This design comes from an exercise in tuning for small area, a short achievable clock period and few clock cycles on the open sky130 flow, not from production work. For this run, only the layout was checked, not whether the RTL still works.

==> design/flow/design.v <==
package medema_pkg;
	localparam int NCH          = 5;
	localparam int SAMPLE_W     = 16;
	localparam int ALPHA_W      = 9;
	localparam int ALPHA_SHIFT  = 8;
	localparam int ROUND_HALF   = 128;
	typedef logic signed [SAMPLE_W-1:0] sample_t;
	typedef logic [SAMPLE_W-1:0]        bend_t;
	typedef logic [ALPHA_W-1:0]         alpha_t;
	localparam alpha_t ALPHA_ONE   = 9'd256;
	localparam alpha_t ALPHA_RESET = 9'd77;
	localparam logic REQ_STREAM = 1'b0;
	localparam logic REQ_CAL    = 1'b1;
	localparam logic KIND_BEND = 1'b0;
	localparam logic KIND_REST = 1'b1;
	typedef struct packed {
		logic    req_type;
		sample_t sample_thumb;
		sample_t sample_index;
		sample_t sample_middle;
		sample_t sample_ring;
		sample_t sample_pinky;
	} req_t;
	typedef struct packed {
		logic    result_kind;
		bend_t   bend_thumb;
		bend_t   bend_index;
		bend_t   bend_middle;
		bend_t   bend_ring;
		bend_t   bend_pinky;
		sample_t rest_thumb;
		sample_t rest_index;
		sample_t rest_middle;
		sample_t rest_ring;
		sample_t rest_pinky;
	} rsp_t;
endpackage
module medema_median #(
	parameter int WINDOW = 5,
	localparam int CW = $clog2(WINDOW + 1),
	localparam int JW = (WINDOW > 1) ? $clog2(WINDOW) : 1
) (
	input  logic                clk,
	input  logic                arst_n,
	input  logic                start,
	input  logic [WINDOW-1:0][medema_pkg::SAMPLE_W-1:0] ent,
	input  logic [CW-1:0]       fill,
	output logic                done,
	output medema_pkg::sample_t median
);
	logic                busy_q;
	logic                done_q;
	logic [JW-1:0]       j_q;
	medema_pkg::sample_t median_q;
	medema_pkg::sample_t cand;
	logic [CW-1:0]       rank;
	logic                hit;
	logic                last;
	assign cand = ent[j_q];
	assign last = (j_q == JW'(WINDOW - 1));
	always_comb begin
		rank = '0;
		for (int i = 0; i < WINDOW; i++) begin
			if (CW'(i) < fill) begin
				if ($signed(ent[i]) < cand) begin
					rank = rank + CW'(1);
				end else if (($signed(ent[i]) == cand) && (JW'(i) < j_q)) begin
					rank = rank + CW'(1);
				end
			end
		end
	end
	assign hit = (CW'(j_q) < fill) && (rank == (fill >> 1));
	always_ff @(posedge clk or negedge arst_n) begin
		if (!arst_n) begin
			busy_q <= 1'b0;
			done_q <= 1'b0;
			j_q    <= '0;
		end else begin
			done_q <= 1'b0;
			if (start) begin
				busy_q <= 1'b1;
				j_q    <= '0;
			end else if (busy_q) begin
				if (last) begin
					busy_q <= 1'b0;
					done_q <= 1'b1;
				end else begin
					j_q <= j_q + JW'(1);
				end
			end
		end
	end
	always_ff @(posedge clk) begin
		if (busy_q && hit) begin
			median_q <= cand;
		end
	end
	assign done   = done_q;
	assign median = median_q;
endmodule
module medema_div #(
	parameter int DW      = 23,
	parameter int DIVISOR = 60,
	localparam int KW = DW + $clog2(DIVISOR),
	localparam int MW = DW + 2,
	localparam int PW = DW + MW
) (
	input  logic                clk,
	input  logic                arst_n,
	input  logic                start,
	input  logic [DW-1:0]       dividend,
	output logic                done,
	output medema_pkg::sample_t quotient
);
	localparam logic [63:0]   RECIP   = ((64'd1 << KW) + 64'(DIVISOR - 1)) / 64'(DIVISOR);
	localparam logic [MW-1:0] RECIP_M = RECIP[MW-1:0];
	logic          busy_q;
	logic          done_q;
	logic          neg_q;
	logic [DW-1:0] mag_q;
	logic [PW-1:0] prod_q;
	logic [medema_pkg::SAMPLE_W-1:0] mag;
	always_ff @(posedge clk or negedge arst_n) begin
		if (!arst_n) begin
			busy_q <= 1'b0;
			done_q <= 1'b0;
		end else begin
			done_q <= 1'b0;
			if (start) begin
				busy_q <= 1'b1;
			end else if (busy_q) begin
				busy_q <= 1'b0;
				done_q <= 1'b1;
			end
		end
	end
	always_ff @(posedge clk) begin
		if (start) begin
			neg_q <= dividend[DW-1];
			mag_q <= dividend[DW-1] ? (DW'(0) - dividend) : dividend;
		end
		if (busy_q) begin
			prod_q <= PW'(mag_q) * PW'(RECIP_M);
		end
	end
	assign mag      = prod_q[KW +: medema_pkg::SAMPLE_W];
	assign quotient = neg_q ? medema_pkg::sample_t'(16'd0 - mag) : medema_pkg::sample_t'(mag);
	assign done     = done_q;
endmodule
module five_channel_median_ema_conditioner #(
	parameter int WINDOW      = 5,
	parameter int CAL_SAMPLES = 60,
	parameter int FRAC_BITS   = 8
) (
	input  logic                              clk,
	input  logic                              arst_n,
	input  logic                              req_valid,
	output logic                              req_ready,
	input  logic                              req_type,
	input  logic signed [medema_pkg::SAMPLE_W-1:0] req_thumb,
	input  logic signed [medema_pkg::SAMPLE_W-1:0] req_index,
	input  logic signed [medema_pkg::SAMPLE_W-1:0] req_middle,
	input  logic signed [medema_pkg::SAMPLE_W-1:0] req_ring,
	input  logic signed [medema_pkg::SAMPLE_W-1:0] req_pinky,
	output logic                              rsp_valid,
	input  logic                              rsp_ready,
	output logic                              rsp_kind,
	output logic [medema_pkg::SAMPLE_W-1:0]   rsp_bend_thumb,
	output logic [medema_pkg::SAMPLE_W-1:0]   rsp_bend_index,
	output logic [medema_pkg::SAMPLE_W-1:0]   rsp_bend_middle,
	output logic [medema_pkg::SAMPLE_W-1:0]   rsp_bend_ring,
	output logic [medema_pkg::SAMPLE_W-1:0]   rsp_bend_pinky,
	output logic signed [medema_pkg::SAMPLE_W-1:0] rsp_rest_thumb,
	output logic signed [medema_pkg::SAMPLE_W-1:0] rsp_rest_index,
	output logic signed [medema_pkg::SAMPLE_W-1:0] rsp_rest_middle,
	output logic signed [medema_pkg::SAMPLE_W-1:0] rsp_rest_ring,
	output logic signed [medema_pkg::SAMPLE_W-1:0] rsp_rest_pinky,
	input  logic                              cfg_valid,
	output logic                              cfg_ready,
	input  logic [medema_pkg::ALPHA_W-1:0]    cfg_alpha
);
	localparam int NCH  = medema_pkg::NCH;
	localparam int SW   = medema_pkg::SAMPLE_W + FRAC_BITS;
	localparam int SUMW = medema_pkg::SAMPLE_W + 1 + $clog2(CAL_SAMPLES);
	localparam int PW   = SW + 1 + medema_pkg::ALPHA_W + 1;
	localparam int FW   = $clog2(WINDOW + 1);
	localparam int CCW  = $clog2(CAL_SAMPLES + 1);
	localparam int CHW  = $clog2(NCH);
	typedef enum logic [7:0] {
		ST_IDLE    = 8'b0000_0001,
		ST_CAL_ADD = 8'b0000_0010,
		ST_DIV     = 8'b0000_0100,
		ST_MED     = 8'b0000_1000,
		ST_MUL     = 8'b0001_0000,
		ST_UPD     = 8'b0010_0000,
		ST_BEND    = 8'b0100_0000,
		ST_OUT     = 8'b1000_0000
	} state_t;
	state_t                      state_q;
	logic [CHW-1:0]              ch_q;
	medema_pkg::alpha_t          alpha_q;
	logic [CCW-1:0]              cal_cnt_q;
	logic [FW-1:0]               fill_q;
	logic                        med_start_q;
	logic                        div_start_q;
	logic                        kind_q;
	logic [NCH-1:0][medema_pkg::SAMPLE_W-1:0] smp_q;
	logic [NCH-1:0][SUMW-1:0]    sum_q;
	logic [NCH-1:0][medema_pkg::SAMPLE_W-1:0] off_q;
	logic [NCH-1:0][SW-1:0]      ema_q;
	logic [NCH-1:0][WINDOW-1:0][medema_pkg::SAMPLE_W-1:0] win_q;
	logic [NCH-1:0][medema_pkg::SAMPLE_W-1:0] res_q;
	logic signed [PW-1:0]        prod_q;
	logic [NCH-1:0][medema_pkg::SAMPLE_W-1:0] in_smp;
	logic                        last_ch;
	logic                        med_done;
	medema_pkg::sample_t         med;
	logic                        div_done;
	medema_pkg::sample_t         quo;
	medema_pkg::alpha_t          a_sat;
	logic signed [medema_pkg::ALPHA_W:0] a_s;
	logic signed [SW-1:0]        med_fx;
	logic signed [SW:0]          diff;
	logic signed [PW-1:0]        acc;
	logic signed [SW-1:0]        ema_new;
	logic signed [SW-1:0]        ema0;
	medema_pkg::sample_t         off0;
	logic [medema_pkg::SAMPLE_W-1:0] trunc_v;
	logic                        round_up;
	logic [medema_pkg::SAMPLE_W:0]   dev;
	logic [medema_pkg::SAMPLE_W:0]   mag;
	medema_pkg::bend_t           bend;
	assign in_smp[0] = req_thumb;
	assign in_smp[1] = req_index;
	assign in_smp[2] = req_middle;
	assign in_smp[3] = req_ring;
	assign in_smp[4] = req_pinky;
	assign ema0      = $signed(ema_q[0]);
	assign off0      = $signed(off_q[0]);
	assign last_ch = (ch_q == CHW'(NCH - 1));
	medema_median #(
		.WINDOW (WINDOW)
	) u_median (
		.clk    (clk),
		.arst_n (arst_n),
		.start  (med_start_q),
		.ent    (win_q[0]),
		.fill   (fill_q),
		.done   (med_done),
		.median (med)
	);
	medema_div #(
		.DW      (SUMW),
		.DIVISOR (CAL_SAMPLES)
	) u_div (
		.clk      (clk),
		.arst_n   (arst_n),
		.start    (div_start_q),
		.dividend (sum_q[0]),
		.done     (div_done),
		.quotient (quo)
	);
	assign a_sat   = (alpha_q > medema_pkg::ALPHA_ONE) ? medema_pkg::ALPHA_ONE : alpha_q;
	assign a_s     = $signed({1'b0, a_sat});
	assign med_fx  = {med, {FRAC_BITS{1'b0}}};
	assign diff    = (SW + 1)'(med_fx) - (SW + 1)'(ema0);
	assign acc     = prod_q + (PW'(ema0) <<< medema_pkg::ALPHA_SHIFT)
	               + PW'(medema_pkg::ROUND_HALF);
	assign ema_new = acc[SW-1+medema_pkg::ALPHA_SHIFT:medema_pkg::ALPHA_SHIFT];
	assign round_up = ema_q[0][SW-1] && (|ema_q[0][FRAC_BITS-1:0]);
	assign trunc_v  = ema_q[0][SW-1:FRAC_BITS] + {{(medema_pkg::SAMPLE_W-1){1'b0}}, round_up};
	assign dev      = {trunc_v[medema_pkg::SAMPLE_W-1], trunc_v}
	                - {off0[medema_pkg::SAMPLE_W-1], off0};
	assign mag      = dev[medema_pkg::SAMPLE_W] ? ((medema_pkg::SAMPLE_W + 1)'(0) - dev) : dev;
	assign bend     = mag[medema_pkg::SAMPLE_W] ? '1 : mag[medema_pkg::SAMPLE_W-1:0];
	always_ff @(posedge clk or negedge arst_n) begin
		if (!arst_n) begin
			state_q     <= ST_IDLE;
			ch_q        <= '0;
			alpha_q     <= medema_pkg::ALPHA_RESET;
			cal_cnt_q   <= '0;
			fill_q      <= '0;
			med_start_q <= 1'b0;
			div_start_q <= 1'b0;
			for (int c = 0; c < NCH; c++) begin
				sum_q[c] <= '0;
				off_q[c] <= '0;
				ema_q[c] <= '0;
			end
		end else begin
			med_start_q <= 1'b0;
			div_start_q <= 1'b0;
			if (cfg_valid && cfg_ready) begin
				alpha_q <= cfg_alpha;
			end
			unique case (state_q)
				ST_IDLE: begin
					if (req_valid) begin
						ch_q <= '0;
						if (req_type == medema_pkg::REQ_CAL) begin
							state_q <= ST_CAL_ADD;
						end else begin
							state_q     <= ST_MED;
							med_start_q <= 1'b1;
							if (fill_q != FW'(WINDOW)) begin
								fill_q <= fill_q + FW'(1);
							end
						end
					end
				end
				ST_CAL_ADD: begin
					for (int c = 0; c < NCH - 1; c++) begin
						sum_q[c] <= sum_q[c+1];
					end
					sum_q[NCH-1] <= sum_q[0] + SUMW'($signed(smp_q[0]));
					if (last_ch) begin
						ch_q <= '0;
						if (cal_cnt_q == CCW'(CAL_SAMPLES - 1)) begin
							cal_cnt_q   <= '0;
							state_q     <= ST_DIV;
							div_start_q <= 1'b1;
						end else begin
							cal_cnt_q <= cal_cnt_q + CCW'(1);
							state_q   <= ST_IDLE;
						end
					end else begin
						ch_q <= ch_q + CHW'(1);
					end
				end
				ST_DIV: begin
					if (div_done) begin
						for (int c = 0; c < NCH - 1; c++) begin
							sum_q[c] <= sum_q[c+1];
							off_q[c] <= off_q[c+1];
							ema_q[c] <= ema_q[c+1];
						end
						sum_q[NCH-1] <= '0;
						off_q[NCH-1] <= quo;
						ema_q[NCH-1] <= {quo, {FRAC_BITS{1'b0}}};
						if (last_ch) begin
							state_q <= ST_OUT;
						end else begin
							ch_q        <= ch_q + CHW'(1);
							div_start_q <= 1'b1;
						end
					end
				end
				ST_MED: begin
					if (med_done) begin
						state_q <= ST_MUL;
					end
				end
				ST_MUL: begin
					state_q <= ST_UPD;
				end
				ST_UPD: begin
					ema_q[0] <= ema_new;
					state_q  <= ST_BEND;
				end
				ST_BEND: begin
					for (int c = 0; c < NCH - 1; c++) begin
						off_q[c] <= off_q[c+1];
						ema_q[c] <= ema_q[c+1];
					end
					off_q[NCH-1] <= off_q[0];
					ema_q[NCH-1] <= ema_q[0];
					if (last_ch) begin
						state_q <= ST_OUT;
					end else begin
						ch_q        <= ch_q + CHW'(1);
						state_q     <= ST_MED;
						med_start_q <= 1'b1;
					end
				end
				ST_OUT: begin
					if (rsp_ready) begin
						state_q <= ST_IDLE;
					end
				end
				default: begin
					state_q <= ST_IDLE;
				end
			endcase
		end
	end
	always_ff @(posedge clk) begin
		case (state_q)
			ST_IDLE: begin
				if (req_valid) begin
					kind_q <= (req_type == medema_pkg::REQ_CAL) ?
					          medema_pkg::KIND_REST : medema_pkg::KIND_BEND;
					for (int c = 0; c < NCH; c++) begin
						smp_q[c] <= in_smp[c];
					end
					if (req_type == medema_pkg::REQ_STREAM) begin
						for (int c = 0; c < NCH; c++) begin
							win_q[c][0] <= in_smp[c];
							for (int k = 1; k < WINDOW; k++) begin
								win_q[c][k] <= win_q[c][k-1];
							end
						end
					end
				end
			end
			ST_CAL_ADD: begin
				for (int c = 0; c < NCH - 1; c++) begin
					smp_q[c] <= smp_q[c+1];
				end
				smp_q[NCH-1] <= smp_q[0];
			end
			ST_DIV: begin
				if (div_done) begin
					for (int c = 0; c < NCH - 1; c++) begin
						res_q[c] <= res_q[c+1];
					end
					res_q[NCH-1] <= medema_pkg::bend_t'(quo);
				end
			end
			ST_MUL: begin
				prod_q <= diff * a_s;
			end
			ST_BEND: begin
				for (int c = 0; c < NCH - 1; c++) begin
					res_q[c] <= res_q[c+1];
					win_q[c] <= win_q[c+1];
				end
				res_q[NCH-1] <= bend;
				win_q[NCH-1] <= win_q[0];
			end
			default: begin
			end
		endcase
	end
	always_comb begin
		rsp_kind        = kind_q;
		rsp_bend_thumb  = '0;
		rsp_bend_index  = '0;
		rsp_bend_middle = '0;
		rsp_bend_ring   = '0;
		rsp_bend_pinky  = '0;
		rsp_rest_thumb  = '0;
		rsp_rest_index  = '0;
		rsp_rest_middle = '0;
		rsp_rest_ring   = '0;
		rsp_rest_pinky  = '0;
		if (kind_q == medema_pkg::KIND_BEND) begin
			rsp_bend_thumb  = res_q[0];
			rsp_bend_index  = res_q[1];
			rsp_bend_middle = res_q[2];
			rsp_bend_ring   = res_q[3];
			rsp_bend_pinky  = res_q[4];
		end else begin
			rsp_rest_thumb  = res_q[0];
			rsp_rest_index  = res_q[1];
			rsp_rest_middle = res_q[2];
			rsp_rest_ring   = res_q[3];
			rsp_rest_pinky  = res_q[4];
		end
	end
	assign req_ready = (state_q == ST_IDLE);
	assign cfg_ready = 1'b1;
	assign rsp_valid = (state_q == ST_OUT);
endmodule
==> design/flow/run.sh <==
#!/bin/bash
# synth_recipe.tcl (not shown) runs the flow's synth.tcl, then flattens the netlist and writes it again
# the make line also repeats each setting of config.mk as NAME=value (left out here)
make -C /OpenROAD-flow-scripts/flow DESIGN_CONFIG=/design/flow/config.mk WORK_HOME=/design/flow/orfs CLKGATE_MAP_FILE= SYNTH_SCRIPT=/design/flow/synth_recipe.tcl finish
==> design/flow/config.mk <==
export PLATFORM = sky130hd
export DESIGN_NAME = five_channel_median_ema_conditioner
export DESIGN_NICKNAME = five_channel_median_ema_conditioner
export VERILOG_FILES = /design/flow/design.v
export SDC_FILE = /design/flow/constraint.sdc
export NUM_CORES = 4
export LEC_CHECK = 0
export CAP_MARGIN = 20
export CORE_MARGIN = 2
export CORE_UTILIZATION = 40
export SLEW_MARGIN = 20
==> design/flow/constraint.sdc <==
create_clock -name core_clock -period 10.0 [get_ports {clk}]
set_input_delay 2.0000 -clock core_clock [delete_from_list [all_inputs] [get_ports {clk}]]
set_output_delay 2.0000 -clock core_clock [all_outputs]
set_load 0.01 [all_outputs]
==> summary.txt <==
cell type report:
| type | count | area [um^2] |
|---|---|---|
| antenna | 5 | 12.5 |
| clock buffer | 149 | 3080 |
| clock inverter | 50 | 653 |
| fill | 14000 | 79800 |
| inverter | 376 | 1420 |
| multi-input combinational | 4571 | 28800 |
| sequential | 995 | 28100 |
| tap | 1930 | 2410 |
| timing repair buffer | 300 | 2970 |
worst max path at each step:
| stage | end | slack [ns] |
|---|---|---|
| floorplan | u_median.median_q[0] | 1.90 |
| global placement | prod_q[31] | 1.30 |
| detailed placement | prod_q[31] | 1.19 |
| CTS | prod_q[31] | 1.10 |
| global route | prod_q[31] | 0.45 |
| finish | prod_q[31] | 1.05 |
cells in the final DEF, fill, tap and decap left out, types with 16 or more instances in the layout:
master           instances
edfxtp_1               642
o21a_1                  20
nor2_1                 246
clkdlybuf4s50_1        256
ha_1                   393
o31ai_1                 22
dfrtp_1                347
nand2_1               2324
a21o_1                  76
o211ai_1                16
clkbuf_16              114
xnor2_1                126
xor2_1                  77
or3_1                   23
o21ai_0                152
and2_1                 119
nor4_1                  19
buf_4                   38
clkbuf_1                25
nand2b_1                28
fa_1                   237
o21ai_1                 18
mux2i_1                 50
o22a_1                  16
nand3_1                 45
nor3_1                  39
nand4_1                 22
inv_1                  375
nor2b_1                119
a21oi_1                166
sequential cells by signal, indices dropped and copies added (netlist names):
name / flops
u_div.mag_q: 23
u_div.busy_q: 1
u_div.prod_q: 16
off_q: 80
res_q: 80
cal_cnt_q: 6
prod_q: 25
div_start_q: 1
win_q: 400
med_start_q: 1
alpha_q: 9
u_median.j_q: 3
ch_q: 3
state_q: 8
kind_q: 1
sum_q: 115
smp_q: 80
u_div.done_q: 1
u_median.done_q: 1
u_median.median_q: 16
ema_q: 120
u_median.busy_q: 1
u_div.neg_q: 1
fill_q: 3
worst register-to-register path: cells and delay by family, from the launching register on:
kind	cells	cell delay, ns
AO/OA/AOI/OAI	12	2.52
flip-flops	1	0.42
adder cells (fa/ha/maj)	7	3.22
AND/OR/NAND/NOR	5	1.41
XOR/XNOR	4	0.85
buffers and inverters	5	0.29
cell families (layout without fill, tap and decap cells):
| family | after synthesis | in the layout | share of synthesized area [%] |
|---|---|---|---|
| AND/OR/NAND/NOR | 3053 | 3053 | 21.4 |
| flip-flops | 995 | 995 | 47.5 |
| buffers and inverters | 635 | 875 | 4.04 |
| adder cells (fa/ha/maj) | 630 | 630 | 16.3 |
| AO/OA/AOI/OAI | 619 | 619 | 6.66 |
| XOR/XNOR | 204 | 204 | 3.03 |
| multiplexers | 64 | 64 | 1.11 |
| other | 1 | 6 | 0.00633 |
metrics by stage:
step                      hold slack [ns]  setup slack [ns]  util, %  std cells  cell area [um^2]
after detailed placement            0.446              1.19     43.2       8170             63700
after CTS                           0.433              1.10     45.8       8369             67400
final                               0.444              1.05     45.8       8376             67500
after global placement              0.442              1.30     43.2       8170             63700
after floorplan                     0.423              1.90        -       6201             59200
after global routing                0.477             0.447     45.8       8375             67500
per-layer routing:
metal | vias up | wire (um) | track usage, %
li1 | 20700 | - | -
met4 | 2 | 3260 | 4.46
met1 | 20500 | 68500 | 27.2
met3 | 177 | 6050 | 2.62
met5 | - | 13 | 0
met2 | 817 | 68700 | 31.5
==> summary.md <==
| Metric | Value |
|---|---|
| Worst setup path startpoint | `ema_q[8]` |
| Total track usage | `19.3%` |
| Slowest stage delay, CP | `0.55 ns` |
| Reg-to-reg slack, setup | `1.05 ns` |
| Synth Warn # | `3` |
| Setup Viol. Count Final | `0` |
| Worst setup path class | `flip-flop to flip-flop` |
| Clock root cell | `clkbuf_16` |
| Max Root-Sink Buffers | `3` |
| Register area share after synthesis | `47.5%` |
| Status | `no timing/DRC/antenna violations` |
| Largest net degree at the start of global routing | `228` |
| Iteration-0 DRC Markers | `2939` |
| CTS resizes | `0` |
| Hold buffer count at CTS | `0` |
| Most frequent cell after synthesis | `nand2_1` |
| Top cell type's share of synthesized area | `32.5%` |
| Vias in the first global route | `41.2k` |
| CP max-delay cell | `fa_1` |
| Area of the core | `147000 um^2` |
| Critical path arrival | `9.41 ns` |
| Largest delay share family, worst path | `adder cells` |
| Relative slew slack | `20.7%` |
| Final hold vios | `0` |
| Register bit total from synthesis | `995` |
| First-pass DRT Iterations | `7` |
| CTS tree | `yes` |
| Ports | `259` |
| Worst Hold Endpoint | `off_q[54]` |
| Critical path peak fanout | `5` |
| Post-Syn Nets | `6926` |
| GP Congestion | `0.876` |
| Sum Neg Setup Slack | `0 ns` |
| Worst Setup Start Kind | `flip-flop` |
| Worst-margin pin slew | `1.19 ns` |
| Slew Limit Fails | `0` |
| Avg Inst Size Synth | `9.55 um^2` |
| Worst path bufs/invs | `5` |
| Synthesized area | `59200 um^2` |
| Initial antenna violation count | `6` |
| Post-DP HPWL | `105000 um` |
| Asr flop ratio synth | `35.5%` |
| Fmax | `112 MHz` |
| Mapped Cells | `6201` |
| Core Rows | `141` |
| CTS Buf Count | `107` |
| Hold Startpoint | `off_q[70]` |
| Share of cells above drive strength 1 | `4.16%` |
| RR Startpoint | `ema_q[8]` |
| Worst-path clk slew | `0.06 ns` |
| Setup bufs post-CTS | `0` |
| Minimum clock period after layout | `8.95 ns` |
| Crit path depth | `33` |
| Cell taking the most area after synthesis | `edfxtp_1` |
| Ys flop type | `edfxtp_1` |
| Post-route ant nets | `0` |
| H-Tree Depth | `3` |
| Clock Latency Late Sink | `0.75 ns` |
| Hold Crit Depth | `2` |
| Synth area leaders | `edfxtp_1, nand2_1, dfrtp_1` |
| Critical Path RT | `10.46 ns` |
| Post-synth EDFFs | `642` |
| Worst min-delay path category | `flip-flop to flip-flop` |
| DIE HEIGHT | `389 um` |
| Post-synth top cells | `nand2_1, edfxtp_1, ha_1` |
| Starting Density | `40.2%` |
| Area delta synth->final | `13.9%` |
| Final nets | `7076` |
| First-pass GRT wire length | `233000 um` |
| Clk_skew | `0.0615 ns` |
| Setup crit end kind | `flip-flop` |
| Routed Wire Length | `147000 um` |
| Die X-Extent | `389 um` |
| Fin crit share | `89.5%` |
| Reg2reg end | `prod_q[31]` |
| PortBufs | `257` |
| Drt wl/cell | `17.5 um` |
| Max Cap Violations | `0` |
| Detailed-route vias per instance | `5.03` |
| Setup repair after global routing missed its margin | `false` |
| Full die area | `151000 um^2` |
| Sink Count | `995` |
| DRC viols | `0` |
| R2r worst-path depth | `33` |
| Total gr overflow | `0` |
| Via Count | `42.2k` |
| Count of cell types in the netlist | `82` |

==> static timing again, ports no longer ideal <==
No port has a modelled driver above. Below, the same layout with a new extraction and two added sets of constraints. Step 1, drivers: a clkbuf_16 drives clk and a buf_2 each remaining input, both assumed. Step 2 also shifts input and output timing later by t, the mid clock arrival at the registers, as if the neighbouring blocks saw the same clock. Three values: no drivers, after step 1, after step 2; two values: the first two.
t, ns: 0.796
slack for setup (ns): 1.047 / 1.047 / 1.047
clock arrival spread, ns: 0.062 / 0.062
worst register clock-pin slew, ns: 0.07 / 0.07
worst slew at a driven data input, ns: 0.15
After both steps this run still meets setup and hold. The setup slack of this run moves by 0.000 ns with the drivers and by 0.000 ns with both steps.
